What follows belongs to an exercise in optimizing a design on an open flow for small area, a short achievable clock period and few clock cycles per item; a production flow would make more cautious choices. The RTL was checked by simulation tests, not by an equivalence proof against the original design. Power and IR drop assume default switching activity.

==> design.v <==
`default_nettype none
package prrs_pkg;
    localparam int PID_W                 = 8;
    localparam int PID_RANGE             = 1 << PID_W;
    localparam int TABLE_ENTRIES_DEFAULT = 256;
    localparam int GRP_W  = 16;
    localparam int GRP_N  = PID_RANGE / GRP_W;
    localparam int GRP_IW = $clog2(GRP_W);
    typedef enum logic [1:0] {
        OP_CREATE    = 2'd0,
        OP_TERMINATE = 2'd1,
        OP_SCHEDULE  = 2'd2
    } opcode_t;
    typedef enum logic [2:0] {
        PS_NEW        = 3'd0,
        PS_READY      = 3'd1,
        PS_RUNNING    = 3'd2,
        PS_WAITING    = 3'd3,
        PS_TERMINATED = 3'd4
    } pstate_t;
    typedef enum logic [1:0] {
        RS_DONE     = 2'd0,
        RS_NOCHANGE = 2'd1,
        RS_NONE     = 2'd2
    } status_t;
    typedef struct packed {
        logic [1:0]       opcode;
        logic [PID_W-1:0] pid;
    } req_t;
    typedef struct packed {
        logic [1:0]       status;
        logic [PID_W-1:0] pid_out;
        logic [2:0]       state_out;
    } rsp_t;
    function automatic logic [GRP_IW-1:0] lowest_set(input logic [GRP_W-1:0] v);
        logic [GRP_IW-1:0] r;
        r = '0;
        for (int i = GRP_W - 1; i >= 0; i--)
        begin
            if (v[i])
            begin
                r = GRP_IW'(i);
            end
        end
        lowest_set = r;
    endfunction
    function automatic logic [GRP_W-1:0] first_set(input logic [GRP_W-1:0] v);
        logic [GRP_W-1:0] r;
        logic             seen;
        seen = 1'b0;
        for (int i = 0; i < GRP_W; i++)
        begin
            r[i] = v[i] & !seen;
            seen = seen | v[i];
        end
        first_set = r;
    endfunction
    function automatic logic [GRP_IW-1:0] onehot_idx(input logic [GRP_W-1:0] v);
        logic [GRP_IW-1:0] r;
        r = '0;
        for (int i = 0; i < GRP_W; i++)
        begin
            r = r | (v[i] ? GRP_IW'(i) : GRP_IW'(0));
        end
        onehot_idx = r;
    endfunction
    function automatic logic [GRP_W-1:0] decode(input logic [GRP_IW-1:0] a);
        logic [GRP_W-1:0] r;
        for (int i = 0; i < GRP_W; i++)
        begin
            r[i] = (a == GRP_IW'(i));
        end
        decode = r;
    endfunction
endpackage
`default_nettype wire
`default_nettype none
module prrs_pick (
    input  logic                           clk,
    input  logic                           rst_n,
    input  logic [prrs_pkg::PID_RANGE-1:0] rdy,
    input  logic [prrs_pkg::GRP_N-1:0]     grp_any,
    input  logic [prrs_pkg::PID_W-1:0]     rr,
    input  logic                           running,
    input  logic                           take,      
    input  logic                           wr,        
    input  logic [prrs_pkg::PID_W-1:0]     wr_pid,
    input  logic                           wr_rdy,    
    output logic                           found,
    output logic [prrs_pkg::PID_W-1:0]     idx
);
    localparam int GW  = prrs_pkg::GRP_W;
    localparam int GN  = prrs_pkg::GRP_N;
    localparam int GIW = prrs_pkg::GRP_IW;
    logic [GW-1:0]  rrg_reg;
    logic [GIW-1:0] grp_enc [GN];
    logic [GIW-1:0] rh;
    logic [GIW-1:0] rl;
    logic [GN-1:0]  rh_oh;
    logic [GN-1:0]  rh_gt;
    logic [GN-1:0]  rh_lt;
    logic [GW-1:0]  rl_oh;
    logic [GW-1:0]  rl_gt;
    logic [GW-1:0]  rl_lt;
    logic           part_hi_any;
    logic           lo_any;
    logic           self_ok;
    logic [GN-1:0]  above;
    logic           above_any;
    logic [GN-1:0]  tgt;
    logic [GN-1:0]  above_fs;
    logic [GN-1:0]  all_fs;
    logic [GIW-1:0] enc_above;
    logic [GIW-1:0] enc_all;
    logic [GW-1:0]  tbits;
    logic           leave;
    assign rh = rr[prrs_pkg::PID_W-1:GIW];
    assign rl = rr[GIW-1:0];
    always_comb
    begin
        rh_oh = prrs_pkg::decode(rh);
        rl_oh = prrs_pkg::decode(rl);
        for (int g = 0; g < GN; g++)
        begin
            rh_gt[g] = (GIW'(g) > rh);
            rh_lt[g] = (GIW'(g) < rh);
        end
        for (int j = 0; j < GW; j++)
        begin
            rl_gt[j] = (GIW'(j) > rl);
            rl_lt[j] = (GIW'(j) < rl);
        end
        for (int g = 0; g < GN; g++)
        begin
            grp_enc[g] = prrs_pkg::onehot_idx(prrs_pkg::first_set(rdy[g*GW +: GW]));
        end
        part_hi_any = |(rrg_reg & rl_gt);
        self_ok     = |(rrg_reg & rl_oh) & !running;
        above     = grp_any & rh_gt;
        above_any = |above;
        lo_any    = |(rrg_reg & rl_lt) | |(grp_any & rh_lt);
        if (above_any)
            tgt = prrs_pkg::first_set(above);
        else
            tgt = prrs_pkg::first_set(grp_any);
        above_fs  = prrs_pkg::first_set(above);
        all_fs    = prrs_pkg::first_set(grp_any);
        enc_above = '0;
        enc_all   = '0;
        tbits     = '0;
        for (int g = 0; g < GN; g++)
        begin
            enc_above = enc_above | (grp_enc[g] & {GIW{above_fs[g]}});
            enc_all   = enc_all | (grp_enc[g] & {GIW{all_fs[g]}});
            tbits     = tbits | (rdy[g*GW +: GW] & {GW{tgt[g]}});
        end
        found = part_hi_any | above_any | lo_any | self_ok;
        leave = !part_hi_any && (above_any || lo_any);
        if (part_hi_any)
            idx = {rh, prrs_pkg::onehot_idx(prrs_pkg::first_set(rrg_reg & rl_gt))};
        else if (above_any)
            idx = {prrs_pkg::onehot_idx(above_fs), enc_above};
        else if (lo_any)
            idx = {prrs_pkg::onehot_idx(all_fs), enc_all};
        else
            idx = rr;
    end
    always_ff @(posedge clk or negedge rst_n)
    begin
        if (!rst_n)
        begin
            rrg_reg <= '0;
        end
        else if (take && leave)
        begin
            rrg_reg <= tbits;
        end
        else if (wr && (wr_pid[prrs_pkg::PID_W-1:GIW] == rh))
        begin
            rrg_reg[wr_pid[GIW-1:0]] <= wr_rdy;
        end
    end
endmodule
`default_nettype wire
`default_nettype none
module process_table_round_robin_scheduler #(
    parameter int TABLE_ENTRIES = prrs_pkg::TABLE_ENTRIES_DEFAULT
) (
    input  logic           clk,
    input  logic           rst_n,
    input  logic           req_valid,
    output logic           req_stall,
    input  prrs_pkg::req_t req,
    output logic           rsp_valid,
    input  logic           rsp_stall,
    output prrs_pkg::rsp_t rsp
);
    localparam int USED = (TABLE_ENTRIES < prrs_pkg::PID_RANGE) ? TABLE_ENTRIES : prrs_pkg::PID_RANGE;
    localparam int PW   = prrs_pkg::PID_W;
    localparam int GW   = prrs_pkg::GRP_W;
    localparam int GN   = prrs_pkg::GRP_N;
    localparam int GIW  = prrs_pkg::GRP_IW;
    logic                 in_valid_reg;
    prrs_pkg::req_t       in_reg;
    logic [USED-1:0]      rdy_reg;
    logic [USED-1:0]      term_reg;
    logic [USED-1:0]      rdy_d;
    logic [USED-1:0]      term_d;
    logic [prrs_pkg::PID_RANGE-1:0] rdy_d_pad;
    logic [GN-1:0]        grp_any_reg;
    logic [PW-1:0]        rr_reg;
    logic                 running_reg;
    logic                 rsp_valid_reg;
    prrs_pkg::rsp_t       rsp_reg;
    prrs_pkg::rsp_t       sk0_reg;
    prrs_pkg::rsp_t       sk1_reg;
    logic [1:0]           cnt_reg;
    logic                 stall_reg;
    logic                 accept;
    logic                 in_range;
    logic                 exec;
    logic                 is_sched;
    logic                 wr;
    logic [GN-1:0]        grp_oh;
    logic [GW-1:0]        ent_oh;
    logic                 term_old;
    logic [prrs_pkg::PID_RANGE-1:0] rdy_pad;
    logic                 found;
    logic [PW-1:0]        pick;
    prrs_pkg::rsp_t       ex_rsp;
    logic                 head_free;
    logic                 rsp_valid_next;
    logic [1:0]           cnt_next;
    logic [1:0]           out_cnt;
    function automatic prrs_pkg::rsp_t make_rsp(input prrs_pkg::status_t s, input logic [PW-1:0] p,
                                                input prrs_pkg::pstate_t st);
        make_rsp = {s, p, st};
    endfunction
    assign req_stall = stall_reg;
    assign accept    = req_valid && !stall_reg;
    assign exec      = in_valid_reg;
    assign in_range  = (32'(in_reg.pid) < TABLE_ENTRIES);
    assign is_sched  = exec && (in_reg.opcode == prrs_pkg::OP_SCHEDULE);
    assign wr        = exec && !in_reg.opcode[1] && in_range;
    assign grp_oh    = prrs_pkg::decode(in_reg.pid[PW-1:GIW]) & {GN{wr}};
    assign ent_oh    = prrs_pkg::decode(in_reg.pid[GIW-1:0]);
    assign rdy_pad   = prrs_pkg::PID_RANGE'(rdy_reg);
    always_comb
    begin
        logic [GN-1:0] grp_hit;
        for (int g = 0; g < GN; g++)
        begin
            grp_hit[g] = 1'b0;
            for (int j = 0; j < GW; j++)
            begin
                if (g * GW + j < USED)
                begin
                    grp_hit[g] = grp_hit[g] | (ent_oh[j] & term_reg[g * GW + j]);
                end
            end
        end
        term_old = |(grp_hit & prrs_pkg::decode(in_reg.pid[PW-1:GIW])) && in_range;
    end
    prrs_pick u_pick (
        .clk     (clk),
        .rst_n   (rst_n),
        .rdy     (rdy_pad),
        .grp_any (grp_any_reg),
        .rr      (rr_reg),
        .running (running_reg),
        .take    (is_sched && found),
        .wr      (wr),
        .wr_pid  (in_reg.pid),
        .wr_rdy  (!in_reg.opcode[0]),
        .found   (found),
        .idx     (pick)
    );
    always_comb
    begin
        case (in_reg.opcode)
            prrs_pkg::OP_CREATE:
                ex_rsp = in_range ? make_rsp(prrs_pkg::RS_DONE, in_reg.pid, prrs_pkg::PS_READY)
                                  : make_rsp(prrs_pkg::RS_NOCHANGE, in_reg.pid, prrs_pkg::PS_NEW);
            prrs_pkg::OP_TERMINATE:
                ex_rsp = !in_range ? make_rsp(prrs_pkg::RS_NOCHANGE, in_reg.pid, prrs_pkg::PS_NEW)
                       : term_old  ? make_rsp(prrs_pkg::RS_NOCHANGE, in_reg.pid, prrs_pkg::PS_TERMINATED)
                                   : make_rsp(prrs_pkg::RS_DONE, in_reg.pid, prrs_pkg::PS_TERMINATED);
            prrs_pkg::OP_SCHEDULE:
                ex_rsp = found ? make_rsp(prrs_pkg::RS_DONE, pick, prrs_pkg::PS_RUNNING)
                               : make_rsp(prrs_pkg::RS_NONE, '0, prrs_pkg::PS_NEW);
            default:
                ex_rsp = make_rsp(prrs_pkg::RS_NOCHANGE, '0, prrs_pkg::PS_NEW);
        endcase
    end
    always_comb
    begin
        rdy_d  = rdy_reg;
        term_d = term_reg;
        for (int i = 0; i < USED; i++)
        begin
            if (grp_oh[i / GW] && ent_oh[i % GW])
            begin
                rdy_d[i]  = !in_reg.opcode[0];
                term_d[i] = in_reg.opcode[0];
            end
        end
    end
    assign rdy_d_pad = prrs_pkg::PID_RANGE'(rdy_d);
    always_ff @(posedge clk or negedge rst_n)
    begin
        if (!rst_n)
        begin
            rdy_reg     <= '0;
            term_reg    <= '0;
            grp_any_reg <= '0;
            rr_reg      <= '0;
            running_reg <= 1'b0;
        end
        else
        begin
            rdy_reg  <= rdy_d;
            term_reg <= term_d;
            for (int g = 0; g < GN; g++)
            begin
                grp_any_reg[g] <= |rdy_d_pad[g*GW +: GW];
            end
            if (is_sched && found)
            begin
                rr_reg      <= pick;
                running_reg <= 1'b1;
            end
            else if (wr && (in_reg.pid == rr_reg))
            begin
                running_reg <= 1'b0;
            end
        end
    end
    always_ff @(posedge clk or negedge rst_n)
    begin
        if (!rst_n)
            in_valid_reg <= 1'b0;
        else
            in_valid_reg <= accept;
    end
    always_ff @(posedge clk)
    begin
        in_reg <= req;
    end
    assign head_free = !rsp_valid_reg || !rsp_stall;
    assign out_cnt   = {1'b0, rsp_valid_reg} + cnt_reg + {1'b0, in_valid_reg};
    always_comb
    begin
        rsp_valid_next = rsp_valid_reg;
        cnt_next       = cnt_reg;
        if (head_free)
        begin
            if (cnt_reg != 2'd0)
            begin
                rsp_valid_next = 1'b1;
                cnt_next       = cnt_reg - 2'd1 + {1'b0, in_valid_reg};
            end
            else
            begin
                rsp_valid_next = in_valid_reg;
            end
        end
        else
        begin
            cnt_next = cnt_reg + {1'b0, in_valid_reg};
        end
    end
    always_ff @(posedge clk or negedge rst_n)
    begin
        if (!rst_n)
        begin
            rsp_valid_reg <= 1'b0;
            cnt_reg       <= 2'd0;
            stall_reg     <= 1'b0;
        end
        else
        begin
            rsp_valid_reg <= rsp_valid_next;
            cnt_reg       <= cnt_next;
            stall_reg     <= (rsp_stall || !rsp_valid_reg) &&
                             (stall_reg || (req_valid && (out_cnt == 2'd2)));
        end
    end
    always_ff @(posedge clk)
    begin
        if (head_free)
        begin
            rsp_reg <= (cnt_reg != 2'd0) ? sk0_reg : ex_rsp;
        end
        if (head_free || (cnt_reg == 2'd0))
        begin
            sk0_reg <= (cnt_reg == 2'd2) ? sk1_reg : ex_rsp;
        end
        if (head_free || (cnt_reg != 2'd2))
        begin
            sk1_reg <= ex_rsp;
        end
    end
    assign rsp_valid = rsp_valid_reg;
    assign rsp       = rsp_reg;
endmodule
`default_nettype wire
==> flow/run.sh <==
#!/bin/bash
set -euo pipefail
bash standard.sh SETUP_SLACK_MARGIN=6.5 "BUFFER_PORTS_ARGS=-buffer_cell sky130_fd_sc_hd__buf_4" finish > standard_flow.log 2>&1
==> standard.sh <==
#!/bin/bash
# synth_recipe.tcl (not shown) runs the flow's synth.tcl, then flattens the netlist and writes it again
# the make line also repeats each setting of config.mk as NAME=value (left out here)
make -C /OpenROAD-flow-scripts/flow DESIGN_CONFIG=/design/flow/config.mk WORK_HOME=/design/flow/orfs CLKGATE_MAP_FILE= SYNTH_SCRIPT=/design/flow/synth_recipe.tcl "${@:-finish}"
==> config.mk <==
export PLATFORM = sky130hd
export DESIGN_NAME = process_table_round_robin_scheduler
export DESIGN_NICKNAME = process_table_round_robin_scheduler
export VERILOG_FILES = /design/flow/design.v
export SDC_FILE = /design/flow/constraint.sdc
export NUM_CORES = 4
export LEC_CHECK = 0
export CAP_MARGIN = 20
export CORE_MARGIN = 2
export CORE_UTILIZATION = 40
export CTS_CLUSTER_DIAMETER = 60
export CTS_CLUSTER_SIZE = 20
export SLEW_MARGIN = 20
export TNS_END_PERCENT = 20
==> constraint.sdc <==
create_clock -name core_clock -period 10.0 [get_ports {clk}]
set_input_delay 2.0000 -clock core_clock [delete_from_list [all_inputs] [get_ports {clk}]]
set_output_delay 2.0000 -clock core_clock [all_outputs]
set_load 0.01 [all_outputs]
==> flow_metrics.env <==
export IMPL_status="no timing/DRC/antenna violations"
export IMPL_area_growth_pct=14.7
export IMPL_grt_usage_pct=38.4
export IMPL_core_area_sq_mm=0.0807
export IMPL_layout_common_cells="nand2_1, dfrtp_1, o21ai_0, nor2_1, mux2_2"
export IMPL_cp_arrival_ns=4.30
export IMPL_reg2reg_slack_ns=6.22
export IMPL_avgSynthCellArea_sq_um=9.09
export IMPL_synthTopCellsByArea="dfrtp_1, nand2_1, o21ai_0, mux2_2, edfxtp_1"
export IMPL_drt_iter0_drc=5044
export IMPL_via_per_inst=6.85
export IMPL_die_width_um=290
export IMPL_wirelength_um=165000
export IMPL_cts_tree="done"
export IMPL_slew_viol_final=0
export IMPL_cts_sinks=607
export IMPL_cp_max_fo=14
export IMPL_async_reset_ff_share_pct=91.9
export IMPL_peakVddDrop_uv=165
export IMPL_io_buffers=28
export IMPL_cap_violations=0
export IMPL_rr_endpoint="grp_any_reg[7]"
export IMPL_crit_required_ns=10.52
export IMPL_synth_top_area_share_pct=42.7
export IMPL_clock_latency_ns=0.68
export IMPL_ys_warn_count=3
export IMPL_die_area_sq_mm=0.0841
export IMPL_hpwl_um=123000
export IMPL_setup_tns_ns=0
export IMPL_grt_start_max_net_pins=168
export IMPL_synth_edf_count=39
export IMPL_layoutNonFillerInstCount=4719
export IMPL_worstHoldStart="rsp_valid_reg"
export IMPL_min_delay_path_depth=1
export IMPL_cts_buffers=55
export IMPL_leakage_nw=15.3
export IMPL_place_congestion=1.07
export IMPL_drive_gt1_share_pct=16.4
export IMPL_drt_wirelength_per_cell_um=35.0
export IMPL_reg2regPathDepth=9
export IMPL_fin_crit_sh_pct=37.8
export IMPL_finalCriticalPeriod_ns=3.78
export IMPL_layout_filler_cells=7663
export IMPL_die_h_um=290
export IMPL_postSynthCellCount=3597
export IMPL_numPlacedInstances=4547
export IMPL_final_nets=3628
export IMPL_final_common_cell="nand2_1"
export IMPL_max_freq_mhz=265
export IMPL_seqCellArea_sq_mm=0.0154
export IMPL_detail_route_antenna_nets=0
export IMPL_hp_class="reg2reg"
export IMPL_grt_ovfl_total=0
export IMPL_cts_root_buffer="clkbuf_16"
export IMPL_syn_area_sq_mm=0.0327
export IMPL_power_density_mw_per_mm2=208
export IMPL_rsz0062_at_grt="yes"
export IMPL_via_count=32300
export IMPL_slew_headroom_pct=18.2
export IMPL_crit_type="reg2reg"
export IMPL_h_tree_depth=2
export IMPL_synth_seq_cells=607
export IMPL_grt_pass1_vias=30200
export IMPL_seq_area_frac_synth_pct=46.9
export IMPL_cts_hold_buf=0
export IMPL_clk_pin_slew_ns=0.09
export IMPL_start_util_pct=40.5
export IMPL_tightest_slew_ns=1.23
export IMPL_grt_pass1_wl_um=233000
export IMPL_fin_util_pct=46.5
export IMPL_finClkSkew_ns=0.0520
export IMPL_ios=29
export IMPL_cp_end_kind="flip-flop"
export IMPL_synthesis_nets=3619
export IMPL_final_hold_viol_count=0
export IMPL_hold_path_end="stall_reg"
export IMPL_antenna_found_initial=6
export IMPL_multi_input_area_sq_mm=0.0170
export IMPL_start_kind="flip-flop"
export IMPL_synth_distinct_cells=96
export IMPL_synthFlopType="dfrtp_1"
export IMPL_num_rows=104
export IMPL_r2r_start="in_reg[6]"
export IMPL_setup_viol=0
export IMPL_drtPass1Iterations=7
export IMPL_clk_path_buf_depth=3
export IMPL_synth_top_cell_by_area="dfrtp_1"
export IMPL_post_route_drc_count=0
-- worst max-delay path, stage by stage, from the launching register on --
cell and delay [ns]:
dfxtp_1 0.32, buf_4 0.40, inv_1 0.37, nor2_1 0.21, nand3_2 0.55, or2_2 0.66, nor2_1 0.20, mux2_2 0.37
nor4_1 0.41, nand4_1 0.14
-- metal layers --
| layer | global-route usage, % | vias to the layer above | part of all wire, % |
|---|---|---|---|
| met2 | 54.6 | 2331 | 41 |
| met5 | 0 | - | 0.014 |
| met1 | 53.0 | 16000 | 41 |
| li1 | - | 13500 | - |
| met3 | 11.4 | 549 | 12 |
| met4 | 19.1 | 4 | 6.2 |
-- stage by stage --
| stage | hold slack, ns | power (mW) | area [sq um] | setup WS (ns) |
|---|---|---|---|---|
| 3_5_place_dp | 0.470 | 5.05 | 34100 | 5.35 |
| 6_report | 0.486 | 7.80 | 37500 | 6.22 |
| 2_1_floorplan | 0.444 | 4.13 | 32700 | 6.91 |
| 3_3_place_gp | 0.462 | 5.06 | 34100 | 5.02 |
| 5_1_grt | 0.504 | 8.02 | 37500 | 6.28 |
| 4_1_cts | 0.487 | 7.55 | 37000 | 6.25 |
-- layout make-up --
| cell class | count | area share [%] |
|---|---|---|
| multi-input cells | 2711 | 45.3 |
| flip-flops and latches | 607 | 41.0 |
| repair buffers | 162 | 4.11 |
| clock buffers | 65 | 3.89 |
| well taps | 1060 | 3.54 |
| clock inverters | 37 | 1.37 |
| inverters | 69 | 0.724 |
| diodes | 8 | 0.0534 |
-- cells in the mapped netlist, types with 14 or more instances --
cell type / count
a22o_1: 46
nor2b_1: 40
nor2_1: 255
a221oi_1: 74
a211oi_1: 23
dfrtp_1: 558
o22ai_1: 15
nand2b_1: 24
o31ai_1: 24
edfxtp_1: 39
a222oi_1: 49
or4_1: 22
nor3b_1: 14
nand4_1: 44
a22oi_1: 68
nor4_1: 138
a21oi_1: 84
inv_1: 65
and4_1: 18
nand2_1: 694
and3_1: 29
o21ai_0: 430
nor3_1: 47
clkbuf_1: 166
a31oi_1: 23
mux2i_1: 25
o211ai_1: 20
buf_2: 19
mux2_2: 176
buf_1: 19
nand3_1: 62
-- what timing repair did --
item                                    4_1_cts  5_1_grt
gates resized for setup                     130       64
endpoints found under the setup margin       73      110
buffers inserted                             38       21
pin swaps                                    18       15
gates cloned                                  3        0
-- worst max-delay path by stage --
stage / start / endpoint / slack, ns / cells after the start
2_1_floorplan: grp_any_reg[12] / rsp_reg[3] / 6.91 / 10
3_3_place_gp: in_reg[0] / rsp_reg[11] / 5.02 / 12
3_5_place_dp: in_reg[0] / sk0_reg[11] / 5.35 / 12
4_1_cts: rr_reg[4] / u_pick.rrg_reg[8] / 6.25 / 10
5_1_grt: in_reg[6] / grp_any_reg[7] / 6.28 / 9
6_report: in_reg[6] / grp_any_reg[7] / 6.22 / 9
-- logic make-up after synthesis --
family                   share of synthesized area, %
buffers and inverters                            3.42
AND/OR/NAND/NOR                                  20.6
adder cells (fa/ha/maj)                         0.390
XOR/XNOR                                        0.268
flip-flops                                       46.9
AO/OA/AOI/OAI                                    21.4
multiplexers                                     7.03
-- report_power, final --
| part | leakage (nW) | switching (mW) | total, mW | internal [mW] |
|---|---|---|---|---|
| logic | 6.14 | 1.52 | 2.34 | 0.814 |
| clock network | 0.950 | 1.15 | 2.33 | 1.17 |
| registers | 8.17 | 0.424 | 3.14 | 2.71 |
| total | 15.3 | 3.10 | 7.80 | 4.70 |
Testbench counts, summed over its fixed seeds: cycles 24,016, items 24,000.

[what the ideal ports hide]
The flow's constraints put no driver on any port. The routed layout listed below was extracted and timed again, unchanged, in two steps.
Step 1 (the two cells are an assumption about what drives the block):
set clk [get_ports {clk}]
set_driving_cell -lib_cell sky130_fd_sc_hd__clkbuf_16 $clk
set_driving_cell -lib_cell sky130_fd_sc_hd__buf_2 [delete_from_list [all_inputs] $clk]
Step 2, shift: input delay + t, output delay - t, t = (earliest + latest rising clock arrival at the registers) / 2. This alone moves slack from input paths to output paths.
a / b / c = ideal / step 1 / step 2; a / b = the first two.
shift t [ns]: 0.716
slack for setup (ns): 6.220 / 6.220 / 6.220
clock arrival spread, ns: 0.055 / 0.056
After both steps setup and hold are still met in this run. For this run, drivers alone change the setup slack by 0.000 ns; drivers and shift together by 0.000 ns.
